This is an optimization exercise on Yosys and OpenROAD, whose aim is small area and a short achievable clock period, not a production implementation. In this exercise RTL edits were held to simulation tests only and were not proved equivalent to the original.

==> flow/design.v (excerpt) <==
module mul_pipe #(
    parameter int unsigned XLEN    = 32,
    parameter int unsigned LATENCY = 3,
    parameter int unsigned TAG_W   = 5
) (
    input  logic             clk,
    input  logic             rst_n,
    input  logic             in_valid,
    output logic             in_ready,
    input  logic [XLEN-1:0]  a,
    input  logic [XLEN-1:0]  b,
    input  logic [2:0]       mulop,
    input  logic [TAG_W-1:0] in_tag,
    input  logic             flush,
    output logic             out_valid,
    input  logic             out_ready,
    output logic [XLEN-1:0]  f,
    output logic [TAG_W-1:0] out_tag
);
Settings: LEC_CHECK=0, ABC_AREA=1, CAP_MARGIN=5, CORE_MARGIN=2, CORE_UTILIZATION=40, SETUP_SLACK_MARGIN=5, SLEW_MARGIN=5, SYNTH_HIERARCHICAL=1; clock period 11.0 ns.
standard.sh (not shown) runs the stock make flow with config.mk's settings and CLKGATE_MAP_FILE= SYNTH_SCRIPT=/design/flow/synth_recipe.tcl, a recipe that flattens the netlist after the stock synthesis.
==> flow/flow/run.sh <==
#!/bin/bash
# The standard layout, with timing repair aimed further below the clock period and
# the smallest port buffers (repair sizes up the ones on critical paths).
set -euo pipefail
bash standard.sh SETUP_SLACK_MARGIN=6.22 "BUFFER_PORTS_ARGS=-buffer_cell sky130_fd_sc_hd__buf_1" "CTS_ARGS=-sink_clustering_enable -repair_clock_nets -sink_clustering_size 30 -sink_clustering_max_diameter 100 -dont_use_dummy_load" finish > standard.log 2>&1
Rerun with:
Settings changed: CAP_MARGIN 5 to 20, SLEW_MARGIN 5 to 20.
Effect:
- sequential share of layout area stays flat
- area after synthesis is unchanged
- utilization barely changes
- via count drops slightly
Rerun with:
==> flow/flow/run.sh (replaced) <==
#!/bin/bash
# The standard layout, with timing repair aimed further below the clock period and
# the smallest port buffers (repair sizes up the ones on critical paths).
set -euo pipefail
bash standard.sh SETUP_SLACK_MARGIN=6.3 "BUFFER_PORTS_ARGS=-buffer_cell sky130_fd_sc_hd__buf_1" finish > standard.log 2>&1
=>
- The changed run produced a clean layout
- register-to-register slack is better by 100 ps
- setup slack barely changes
- count of clock-buffer cells in the layout goes up by 18
- die area stays the same
- routed wire length goes up by 0.73%
- clock skew goes down by 100 ps
- cell area goes up by 2.3%
- area after synthesis does not change

---

## run A
mul_pipe again, from the RTL that the note above started with.
==> flow/design.v (excerpt) <==
module mul_pipe #(
    parameter int unsigned XLEN    = 32,
    parameter int unsigned LATENCY = 3,
    parameter int unsigned TAG_W   = 5
) (
    input  logic             clk,
    input  logic             rst_n,
    input  logic             in_valid,
    output logic             in_ready,
    input  logic [XLEN-1:0]  a,
    input  logic [XLEN-1:0]  b,
    input  logic [2:0]       mulop,
    input  logic [TAG_W-1:0] in_tag,
    input  logic             flush,
    output logic             out_valid,
    input  logic             out_ready,
    output logic [XLEN-1:0]  f,
    output logic [TAG_W-1:0] out_tag
);
    logic             w_stall;
    logic             w_acc;
    logic             r1_v, r2_v, r3_v;
    logic [31:0]      r1_a_n;
    logic [15:0]      r1_neg, r1_one_n, r1_two_n;
    logic             r1_ea_n, r1_d16_n, r1_hi;
    logic [15:0]      w_neg, w_one, w_two;
    logic [32:0]      w_b;
    logic [TAG_W-1:0] r1_tag, r2_tag, r3_tag;
    logic [31:0]      r2_x, r2_y;
    logic [31:0]      r3_f;
    always_comb begin
  ...
==> flow/config.mk <==
export PLATFORM = sky130hd
export DESIGN_NAME = mul_pipe
export DESIGN_NICKNAME = mul_pipe
export VERILOG_FILES = /design/flow/design.v
export SDC_FILE = /design/flow/constraint.sdc
export NUM_CORES = 4
export LEC_CHECK = 0
export ABC_AREA = 0
export CAP_MARGIN = 20
export CORE_MARGIN = 2
export CORE_UTILIZATION = 40
export SETUP_SLACK_MARGIN = 5
export SLEW_MARGIN = 20
export SYNTH_HIERARCHICAL = 1
==> flow/constraint.sdc <==
create_clock -name core_clock -period 11.0 [get_ports {clk}]
set_input_delay 2.2000 -clock core_clock [delete_from_list [all_inputs] [get_ports {clk}]]
set_output_delay 2.2000 -clock core_clock [all_outputs]
set_load 0.01 [all_outputs]
==> flow/flow/run.sh <==
#!/bin/bash
# The standard layout, with timing repair aimed further below the clock period and
# the smallest port buffers (repair sizes up the ones on critical paths).
set -euo pipefail
bash standard.sh SETUP_SLACK_MARGIN=6.22 "BUFFER_PORTS_ARGS=-buffer_cell sky130_fd_sc_hd__buf_1" "CTS_ARGS=-sink_clustering_enable -repair_clock_nets -sink_clustering_size 30 -sink_clustering_max_diameter 100 -dont_use_dummy_load" finish > standard.log 2>&1
diff inputs: run A => run B
- a change of ABC_AREA from 0 to 1
==> flow/flow/run.sh <==
#!/bin/bash
# The standard layout, with timing repair aimed further below the clock period and
# the smallest port buffers (repair sizes up the ones on critical paths).
set -euo pipefail
bash standard.sh SETUP_SLACK_MARGIN=6.22 "BUFFER_PORTS_ARGS=-buffer_cell sky130_fd_sc_hd__buf_1" "CTS_ARGS=-sink_clustering_enable -repair_clock_nets -sink_clustering_size 33 -sink_clustering_max_diameter 120 -dont_use_dummy_load" finish > standard.log 2>&1
[summary]
Diff run A -> run B | global-route usage | increase of 3.6 points
Run B ended up with a lower area share of buffers outside the clock network than run A did.
[run B vs run A] die area: lower in run B
Between run B and run A, the die outline height figures differ only marginally.
Cell area | run B vs run A | run B smaller
met1 demand-to-capacity share in global routing came out higher on run B than on run A.
Run B against run A: utilization after layout shows a reduction of 0.73 points; ratio of final minimum period to clock period saw an increase.
Edits applied to the flow inputs when going from run B to run C:
- an added PLACE_DENSITY of 0.75
==> flow/flow/run.sh <==
#!/bin/bash
# The standard layout, with timing repair aimed further below the clock period and
# the smallest port buffers (repair sizes up the ones on critical paths).
set -euo pipefail
bash standard.sh SETUP_SLACK_MARGIN=6.22 "BUFFER_PORTS_ARGS=-buffer_cell sky130_fd_sc_hd__buf_1" "CTS_ARGS=-sink_clustering_enable -repair_clock_nets -sink_clustering_size 30 -sink_clustering_max_diameter 100 -dont_use_dummy_load" finish > standard.log 2>&1
Results
Between run B and run C, the difference in sequential share of layout area is negligible.
[compare] base=run B new=run C: worst setup timing slack at the placement stage shows a reduction of 160 ps, design area dropped about 0.5%, slew of the pin with the lowest slew margin grew by 72 ps.

## re-timing with driven ports
The results above use ideal ports. As a check the final layouts listed here were re-extracted and re-timed, cells and wires unchanged.
Step 1: set_driving_cell puts a clkbuf_16 on clk and a buf_2 on each other input, an assumption about the parent block.
Step 2 adds t to the input delays and takes it off the output delays; t is the mean of the earliest and latest rising clock arrival at the registers after step 1. Input paths then give back, and output paths get back, about the clock's delay inside the block.
a / b / c = ideal ports / drivers / drivers and shift; a / b = the first two.
run	shift t [ns]	slack for setup (ns)	hold WS [ns]	pins driven straight from the clock port
the first run of note 1	0.613	6.238 / 6.204 / 6.204	0.428 / 0.428 / 0.428	1
the second run of note 1	0.602	6.222 / 6.188 / 6.188	0.428 / 0.428 / 0.428	1
the third run of note 1	0.664	6.223 / 6.190 / 6.190	0.418 / 0.418 / 0.418	1
run A	0.557	6.226 / 6.194 / 6.194	0.397 / 0.397 / 0.397	1
run B	0.597	6.209 / 6.176 / 6.176	0.409 / 0.409 / 0.409	1
run C	0.597	6.240 / 6.209 / 6.209	0.385 / 0.385 / 0.385	1
After both steps every run listed still meets setup and hold.
